This is an optimization exercise on Yosys and OpenROAD, whose aim is small area, a short achievable clock period and few clock cycles, not a production implementation.
Function was checked by simulation only, so behaviour that the tests miss may differ from the original.

==> flow/config.mk <==
export PLATFORM = sky130hd
export DESIGN_NAME = fc_layer_seq
export DESIGN_NICKNAME = fc_layer_seq
export VERILOG_FILES = /design/flow/design.v
export SDC_FILE = /design/flow/constraint.sdc
export NUM_CORES = 4
export LEC_CHECK = 0
export CAP_MARGIN = 20
export CORE_MARGIN = 2
export CORE_UTILIZATION = 40
export SLEW_MARGIN = 20
==> flow/design.v <==
package ml_pkg;
  localparam int unsigned DefWidth    = 32;
  localparam int unsigned DefFracBits = 16;
  localparam int unsigned SatW        = 128;
  typedef enum logic [1:0] {StIdle, StRun, StDone} fsm_state_e;
  function automatic logic signed [SatW-1:0] sat_to_width(input logic signed [SatW-1:0] v,
                                                          input int unsigned w);
    logic signed [SatW-1:0] one;
    logic signed [SatW-1:0] hi;
    logic signed [SatW-1:0] lo;
    one = SatW'(1);
    hi  = (one <<< (w - 1)) - one;
    lo  = -(one <<< (w - 1));
    if (v > hi) begin
      sat_to_width = hi;
    end else if (v < lo) begin
      sat_to_width = lo;
    end else begin
      sat_to_width = v;
    end
  endfunction
endpackage
module mac_unit (
  input  logic signed [17:0] a_i,
  input  logic signed [18:0] b_i,
  output logic signed [36:0] p_o
);
  assign p_o = 37'(a_i) * 37'(b_i);
endmodule
module fc_layer_seq #(
  parameter int unsigned WIDTH      = ml_pkg::DefWidth,
  parameter int unsigned FRAC_BITS  = ml_pkg::DefFracBits,
  parameter int unsigned IN_LENGTH  = 16,
  parameter int unsigned OUT_LENGTH = 16
) (
  input  logic                                   clk,
  input  logic                                   rst_n,
  input  logic                                   in_valid,
  output logic                                   in_ready,
  input  logic [IN_LENGTH*WIDTH-1:0]             inputs,
  input  logic [OUT_LENGTH*WIDTH-1:0]            biases,
  input  logic                                   relu_en,
  output logic                                   w_rd_en,
  output logic [$clog2(OUT_LENGTH*IN_LENGTH)-1:0] w_addr,
  input  logic [WIDTH-1:0]                       w_data,
  output logic                                   out_valid,
  input  logic                                   out_ready,
  output logic [OUT_LENGTH*WIDTH-1:0]            outputs,
  output logic                                   busy
);
  localparam int unsigned W    = 32;
  localparam int unsigned N    = 16;
  localparam int unsigned AccW = 68;
  logic            idle_q;      
  logic            done_q;      
  logic            start_q;     
  logic            slow_q;      
  logic            relu_q;
  logic [N*W-1:0]  x_q;
  logic [N-1:0]    nz_q;        
  logic [N-1:0]    xsm_q;       
  logic [N*W-1:0]  out_q;       
  logic [3:0]      fcnt_q;      
  logic accept;
  assign accept = idle_q & in_valid;
  logic [N-1:0] nzm;
  assign nzm = nz_q | {{(N-1){1'b0}}, (nz_q == '0)};
  logic [7:0]   addr_q;         
  logic [1:0]   c_q;            
  logic [N-1:0] pm_q;           
  logic         iss_q;          
  logic         rd_en_q;
  logic         d_live_q, d_last_q;
  logic [3:0]   d_i_q, d_o_q;
  logic [1:0]   d_c_q;
  logic         m_valid_q, m_last_q;
  logic [3:0]   m_o_q;
  logic [1:0]   m_c_q;
  logic signed [17:0] m_w_q;
  logic signed [18:0] m_x_q;
  logic         m_wbig_q;
  logic         a_valid_q, a_last_q;
  logic [1:0]   a_sh_q;
  logic signed [36:0] a_p_q;
  logic signed [AccW-1:0] acc_q;
  logic         init_q;         
  logic [N-1:0] pm_c;
  logic         adv_i;
  logic         last_c;
  logic         restart;
  logic [3:0]   restart_o;
  logic [N-1:0] pm_low, nzm_low;
  logic [3:0]   pm_low_idx, nzm_low_idx;
  function automatic logic [3:0] enc16(input logic [N-1:0] oh);
    logic [3:0] r;
    r = '0;
    for (int k = 0; k < N; k++) begin
      if (oh[k]) r = r | 4'(k);
    end
    enc16 = r;
  endfunction
  always_comb begin
    pm_c        = start_q ? (nzm & ~16'h0003) : pm_q;
    adv_i       = !slow_q || (c_q == 2'd3);
    last_c      = (pm_c == '0) && adv_i;
    pm_low      = pm_c & (~pm_c + 16'd1);
    nzm_low     = nzm & (~nzm + 16'd1);
    pm_low_idx  = enc16(pm_low);
    nzm_low_idx = enc16(nzm_low);
  end
  assign restart   = (start_q && (xsm_q != '1)) || (m_valid_q && !slow_q && m_wbig_q);
  assign restart_o = start_q ? 4'd0 : m_o_q;
  always_ff @(posedge clk or negedge rst_n) begin
    if (!rst_n) begin
      idle_q    <= 1'b1;
      done_q    <= 1'b0;
      start_q   <= 1'b0;
      slow_q    <= 1'b0;
      iss_q     <= 1'b0;
      rd_en_q   <= 1'b0;
      addr_q    <= '0;
      d_live_q  <= 1'b0;
      d_last_q  <= 1'b0;
      m_valid_q <= 1'b0;
      m_last_q  <= 1'b0;
      a_valid_q <= 1'b0;
      a_last_q  <= 1'b0;
      init_q    <= 1'b1;
      fcnt_q    <= '0;
    end else begin
      start_q <= accept;
      if (idle_q) begin
        if (in_valid) idle_q <= 1'b0;
      end else if (done_q) begin
        if (out_ready) begin
          done_q <= 1'b0;
          idle_q <= 1'b1;
        end
      end else if (a_last_q && fcnt_q == 4'd15) begin
        done_q <= 1'b1;
      end
      d_live_q <= 1'b0;
      d_last_q <= 1'b0;
      if (idle_q) begin
        slow_q  <= 1'b0;
        rd_en_q <= 1'b1;
        addr_q  <= accept ? 8'd1 : 8'd0;
        iss_q   <= accept;
        d_live_q <= accept;
      end else if (restart) begin
        slow_q  <= 1'b1;
        iss_q   <= 1'b1;
        rd_en_q <= 1'b1;
        addr_q  <= {restart_o, nzm_low_idx};
      end else begin
        d_live_q <= iss_q;
        d_last_q <= iss_q && last_c;
        if (iss_q && adv_i) begin
          if (pm_c != '0) begin
            addr_q[3:0] <= pm_low_idx;
          end else if (addr_q[7:4] != 4'd15) begin
            addr_q <= {addr_q[7:4] + 4'd1, nzm_low_idx};
          end else begin
            iss_q  <= 1'b0;
            addr_q <= '0;
          end
        end
      end
      m_valid_q <= d_live_q && nzm[d_i_q] && !restart;
      m_last_q  <= d_last_q && !restart;
      a_valid_q <= m_valid_q && !restart;
      a_last_q  <= m_last_q && !restart;
      if (accept || restart) begin
        init_q <= 1'b1;
      end else if (a_valid_q || a_last_q) begin
        init_q <= a_last_q;
      end
      if (accept) begin
        fcnt_q <= '0;
      end else if (a_last_q) begin
        fcnt_q <= fcnt_q + 4'd1;
      end
    end
  end
  logic [W-1:0]       x_sel;
  logic signed [17:0] w_op;
  logic signed [18:0] x_op;
  logic signed [36:0] prod;
  logic signed [AccW-1:0] p_ext, base, acc_d;
  logic [W-1:0]       fin;
  logic               in_range;
  always_comb begin
    x_sel = x_q[d_i_q*W +: W];
    if (!slow_q) begin
      w_op = w_data[17:0];
      x_op = x_sel[18:0];
    end else begin
      w_op = d_c_q[1] ? {{2{w_data[31]}}, w_data[31:16]} : {2'b00, w_data[15:0]};
      x_op = d_c_q[0] ? {{3{x_sel[31]}}, x_sel[31:16]} : {3'b000, x_sel[15:0]};
    end
  end
  mac_unit u_mul (
    .a_i (m_w_q),
    .b_i (m_x_q),
    .p_o (prod)
  );
  always_comb begin
    p_ext = AccW'(a_p_q);
    case (a_sh_q)
      2'd1:    p_ext = p_ext <<< 16;
      2'd2:    p_ext = p_ext <<< 32;
      default: p_ext = p_ext;
    endcase
    base  = init_q ? AccW'($signed({out_q[W-1:0], 16'h0000})) : acc_q;
    acc_d = base + (a_valid_q ? p_ext : '0);
    in_range = (acc_d[AccW-1:47] == '0) || (acc_d[AccW-1:47] == '1);
    if (relu_q && acc_d[AccW-1]) begin
      fin = '0;
    end else if (in_range) begin
      fin = acc_d[47:16];
    end else begin
      fin = acc_d[AccW-1] ? 32'h8000_0000 : 32'h7FFF_FFFF;
    end
  end
  always_ff @(posedge clk) begin
    if (idle_q) begin
      x_q    <= inputs;
      out_q  <= biases;
      relu_q <= relu_en;
      for (int k = 0; k < N; k++) begin
        nz_q[k]  <= (inputs[k*W +: W] != '0);
        xsm_q[k] <= (inputs[k*W+18 +: 14] == '0) || (inputs[k*W+18 +: 14] == '1);
      end
    end else if (a_last_q) begin
      out_q <= {fin, out_q[N*W-1:W]};
    end
    if (idle_q || restart) begin
      c_q <= '0;
    end else if (iss_q) begin
      c_q <= adv_i ? 2'd0 : c_q + 2'd1;
    end
    if (restart) begin
      pm_q <= nzm & ~nzm_low;
    end else if (iss_q && adv_i) begin
      pm_q <= (pm_c != '0) ? (pm_c & ~pm_low) : (nzm & ~nzm_low);
    end
    if (idle_q) begin
      d_i_q <= '0;
      d_o_q <= '0;
      d_c_q <= '0;
    end else begin
      d_i_q <= addr_q[3:0];
      d_o_q <= addr_q[7:4];
      d_c_q <= c_q;
    end
    m_w_q    <= w_op;
    m_x_q    <= x_op;
    m_wbig_q <= !((w_data[31:17] == '0) || (w_data[31:17] == '1));
    m_o_q    <= d_o_q;
    m_c_q    <= d_c_q;
    a_p_q  <= prod;
    a_sh_q <= {1'b0, m_c_q[1]} + {1'b0, m_c_q[0]};
    if (a_valid_q || a_last_q) begin
      acc_q <= acc_d;
    end
  end
  assign in_ready  = idle_q;
  assign busy      = !idle_q;
  assign out_valid = done_q;
  assign w_rd_en   = rd_en_q;
  assign w_addr    = addr_q;
  assign outputs   = out_q;
endmodule
==> flow/run.sh <==
#!/bin/bash
# synth_recipe.tcl (not shown) runs the flow's synth.tcl, then flattens the netlist and writes it again
# the make line also repeats each setting of config.mk as NAME=value (left out here)
make -C /OpenROAD-flow-scripts/flow DESIGN_CONFIG=/design/flow/config.mk WORK_HOME=/design/flow/orfs CLKGATE_MAP_FILE= SYNTH_SCRIPT=/design/flow/synth_recipe.tcl finish
==> flow/constraint.sdc <==
create_clock -name core_clock -period 13.0 [get_ports {clk}]
set_input_delay 2.6000 -clock core_clock [delete_from_list [all_inputs] [get_ports {clk}]]
set_output_delay 2.6000 -clock core_clock [all_outputs]
set_load 0.01 [all_outputs]
==> metrics.log, run 1 <==
INFO  metric outcome = aborted with a tool error
INFO  metric lastStage = 3_2_place_iop
INFO  metric error = [ERROR PPL-0024] Number of IO pins (1585) exceeds maximum number of available positions (1520). Increase the die perimeter from 1680.74um to 2155.60um.
INFO  metric chipWidth = 420 um
INFO  metric synthDistinctLibCells = between 90 and 100
INFO  metric synthAdderAreaFrac = between 10% and 20%
INFO  metric syn_inst = 5012
INFO  metric num_rows = around 150
INFO  metric syn_nets = 6587
INFO  metric synth_top_family_by_area = multiplexers
INFO  metric syn-cell-area = 69300 um2
INFO  metric synth_xor_xnor_area_share = 1.25%
INFO  metric synthMuxAreaShare = 14.3%
INFO  metric initial_core_util = 40.3%
INFO  metric die_y = 420 um
INFO  metric synth_sequential_area_ratio = roughly 53%
INFO  metric postSynthAreaPerCell = around 14 um2
INFO  metric compound_gate_fraction_of_synth_area = 5.26%
INFO  metric synth_enable_flop_cells = approximately 1100
INFO  metric ys_warn_count = 1
INFO  metric synth_top_flop_cell = edfxtp_1
INFO  metric synthArstFlopShare = 1.98%
INFO  metric synthesized_area_fraction_occupied_by_and_or_nand_nor_cells = 9.05%
INFO  metric synth.ff_latch_count = 1260
cells by family after synthesis:
family          count (synthesis)
compound gates                530
xor+xnor                       99
fa+ha+maj                     514
buf+inv                       700
flops                        1260
mux                           719
simple gates                 1190
synth_stat cells, types with 20 or more instances:
library cell / instances / share of area (%)
inv_1: 478 / 2.6
nor3_1: 39 / 0.28
and3_1: 28 / 0.25
mux2_2: 541 / 8.8
and2_1: 185 / 1.7
or2b_1: 22 / 0.24
a21oi_1: 145 / 1.0
nand2_1: 330 / 1.8
nor2b_1: 35 / 0.32
or4_1: 39 / 0.42
dfrtp_1: 23 / 0.83
o311a_1: 33 / 0.48
buf_1: 24 / 0.13
xor2_1: 27 / 0.34
clkbuf_1: 175 / 0.95
fa_1: 346 / 10
a221oi_1: 20 / 0.25
ha_1: 168 / 3.0
nor4_1: 112 / 1.0
or3_1: 32 / 0.29
dfxtp_1: 95 / 2.7
xnor2_1: 72 / 0.91
nand4_1: 106 / 0.96
nor2_1: 162 / 0.88
mux4_2: 164 / 5.3
a21o_1: 32 / 0.35
o21ai_0: 101 / 0.73
o21a_1: 21 / 0.23
edfxtp_1: 1140 / 49
nand3_1: 42 / 0.30
Testbench counts, summed over its fixed seeds: cycles 12,039.
==> run 2, diff against run 1 <==
--- a/flow/config.mk
+++ b/flow/config.mk
@@ -7,5 +7,5 @@
 export LEC_CHECK = 0
 export CAP_MARGIN = 20
-export CORE_MARGIN = 2
-export CORE_UTILIZATION = 40
+export CORE_AREA = 10 10 550 550
+export DIE_AREA = 0 0 560 560
 export SLEW_MARGIN = 20
==> run 2 against run 1 <==
  * The run now finishes clean
  * Area after synthesis is the same
  * Synthesized cell count did not move
==> metrics.log, run 2 <==
INFO  metric clk_path_buf_depth = 4
INFO  metric dr_total_vias = roughly 52000
INFO  metric synthDominantCellAreaShare = 49.4% (unchanged)
INFO  metric dp_slack = 5540 ps
INFO  metric synth_top_cells_by_area = edfxtp_1 49%, fa_1 10%, mux2_2 8.8% (unchanged)
INFO  metric timing.final.setup_violations = 0
INFO  metric route.met2.wl = 233000 um
INFO  metric dr.max_layer_used = met5
INFO  metric worst-path-stages = 26
INFO  metric yosysMostFrequentCell = edfxtp_1 (unchanged)
INFO  metric post-synth-top-area-cell = edfxtp_1 (unchanged)
INFO  metric coreArea = ~290000 um2
INFO  metric grt_antenna_before_repair = ~250
INFO  metric hold_buffers = 0
INFO  metric synth.ff_latch_count = 1260 (unchanged)
INFO  metric rsz0062_at_grt = false
INFO  metric ys_warn_count = 1 (unchanged)
INFO  metric crit_type = reg2reg
INFO  metric timing.final.crit_share = 57.0%
INFO  metric syn-cell-area = 69300 um2 (unchanged)
INFO  metric synth_sequential_area_ratio = 53.1% (unchanged)
INFO  metric timing.hold.worst.class = reg2reg
INFO  metric num_rows = 198 (was 152)
INFO  metric timing_max_transition_violations_final = 0
INFO  metric cap_violations = 0
INFO  metric outcome = no timing/DRC/antenna violations (was aborted with a tool error)
INFO  metric maxClockFrequency = 135 MHz
INFO  metric post_layout_nonfiller_instances = approximately 11000
INFO  metric die_area = roughly 310000 um2
INFO  metric grt_max_degree = 160
INFO  metric synth_top_flop_cell = edfxtp_1 (unchanged)
INFO  metric grt_use_total = between 20% and 30%
INFO  metric ctsResizeCount = 0
INFO  metric critPathMaxStageDelay = 910 ps
INFO  metric reg_top3 = out_q x512, x_q x512, acc_q x68
INFO  metric number_of_buffers_created_by_cts = 160
INFO  metric syn_inst = 5012 (unchanged)
INFO  metric layout_common_cells = 1583 x clkdlybuf4s50_1, 1140 x edfxtp_1, 541 x mux2_2, 478 x inv_1, 346 x fa_1
INFO  metric min_to = m_o_q[1]
INFO  metric postRouteWirelength = 438000 um
INFO  metric fin_worst_skew = 60.3 ps
INFO  metric critical_path.max_fanout = 18
INFO  metric areaGrowthSynthToFinish = 36.8%
INFO  metric kind_of_cell_adding_the_most_delay_to_the_critical_path = adder cells
INFO  metric synth_commonest_cells = 1140 x edfxtp_1, 541 x mux2_2, 478 x inv_1 (unchanged)
INFO  metric fin_setup_tns = 0 ps
INFO  metric r2r_setup_slack = 5600 ps
INFO  metric min_period = 7400 ps
INFO  metric maxSlewHeadroom = 21.5%
INFO  metric drt_pass1_iterations = 6
INFO  metric io_buffer_count = between 1500 and 2000
INFO  metric drt_first_iter_violations = roughly 5100
INFO  metric postSynthAreaPerCell = 13.8 um2 (unchanged)
INFO  metric mostFrequentLayoutCell = clkdlybuf4s50_1
INFO  metric chipWidth = 560 um (was 420 um)
INFO  metric tritoncts = yes
INFO  metric path_buf_inv = 4
INFO  metric hold_viol = 0
INFO  metric ctsHtreeMaxLevel = 4
INFO  metric post-route-worst-setup-slack = ~5600 ps
INFO  metric timing.critical_path.to_type = flip-flop
INFO  metric crit_arrival = 8110 ps
INFO  metric synth_enable_flop_cells = 1140 (unchanged)
INFO  metric wl_met1 = 147000 um
INFO  metric design.final.nets = 8155
INFO  metric whs_path_depth = 0
INFO  metric crit_path_start_kind = flip-flop
INFO  metric first_pass_grt_wire_length = between 500000 and 600000 um
INFO  metric viasPerCell = 4.90
INFO  metric cts.reportedPaths.clkPinSlew = 60 ps
INFO  metric first_global_vias = 53279
INFO  metric rr_startpoint = m_x_q[5]
INFO  metric die_y = 560 um (was 420 um)
INFO  metric syn_nets = 6587 (unchanged)
INFO  metric placer_congestion = 1.02
INFO  metric rr_worst_depth = 26
INFO  metric global_route.overflow_total = 0
INFO  metric post_cts_buffers = 0
INFO  metric synthDistinctLibCells = 98 (unchanged)
INFO  metric r2r_end = a_p_q[35]
INFO  metric routed_len_inst = 41.0 um
INFO  metric final_layout_size_suffix_gt1_share = 15.4%
INFO  metric cts_root_buf = clkbuf_16
INFO  metric top_level_ports = 1585
INFO  metric tightestPinTransition = 1180 ps
INFO  metric postRouteAntennaNets = 0
INFO  metric hpwlAfterDp = 376000 um
INFO  metric initial_core_util = 23.8% (was 40.3%)
INFO  metric drc_errors_left = 0
INFO  metric wl_met3 = 30100 um
INFO  metric critPathRequiredTime = about 14000 ps
INFO  metric place_inst = around 10000
INFO  metric cts_num_sinks = 1260
INFO  metric clock_insertion_delay_worst_skew = 860 ps
INFO  metric synthArstFlopShare = 1.98% (unchanged)
INFO  metric min-delay-start = d_o_q[1]
INFO  metric crit_path_top_delay_cell = dfxtp_1
[run 2: cell counts after synthesis]
No cell type changed its count.
[run 2: kinds of logic after synthesis]
logic type                 after synthesis  synth area share [%]
DFF                                   1260                  53.1
muxes                                  719                  14.3
AOI/OAI and AO/OA                      530                  5.26
and+or+nand+nor                       1190                  9.05
adders and majority gates              514                  13.0
buffers and inverters                  700                  4.02
xor gates and xnor gates                99                  1.25
[run 2: through the flow]
step | hold slack, ps | util (%) | instance area (um2)
after CTS | 324 | 32.5 | 94600
after detailed placement | 312 | 30.8 | 89400
after global routing | 336 | 32.6 | 94700
final | 324 | 32.6 | 94800
after floorplan | 310 | - | 69300
after global placement | 311 | 30.8 | 89400
[run 2: cell type report]
type	count	area, um2
fill	28813	196000
timing repair buffer	1627	16200
tap	3900	4880
inverter	479	1800
antenna	83	208
clock buffer	202	4280
clock inverter	82	911
multi-input combinational	3052	29700
sequential	1260	36800
[run 2: worst max path at each step]
stage	end	start	slack (ps)
floorplan	out_q[0]	idle_q	1580
global placement	a_p_q[36]	m_w_q[3]	5740
detailed placement	a_p_q[35]	m_x_q[4]	5540
CTS	a_p_q[35]	m_x_q[4]	5540
global route	a_p_q[34]	m_w_q[3]	5060
finish	a_p_q[35]	m_x_q[5]	5600
[run 2: routing by layer]
layer / global-route usage, % / up-vias
li1: - / 21747
met1: 27.4 / 27001
met2: 50.3 / 2768
met3: 6.72 / 742
met4: 13.5 / 72
met5: 0 / -

afterwards: timing with drivers on the ports:
Ports are ideal in the flow. The routed layout listed here was re-timed in OpenROAD.
Step 1 assumes that a clkbuf_16 drives the clock port and a buf_2 every other input.
Step 2 adds t to the input delays and takes it off the output delays; t is the mean of the earliest and latest rising clock arrival at the registers after step 1. Input paths then give back, and output paths get back, about the clock's delay inside the block.
a / b / c = ideal ports / drivers / drivers and shift; a / b = the first two.
run: run 2
t, ns: 0.944
setup slack, ns: 5.595 / 5.595 / 5.595
worst register clock-pin slew, ns: 0.07 / 0.07
worst slew at a driven data input, ns: 0.39
After both steps run 2 still meets setup and hold. The setup slack of run 2 moves by 0.000 ns with the drivers and by 0.000 ns with both steps.
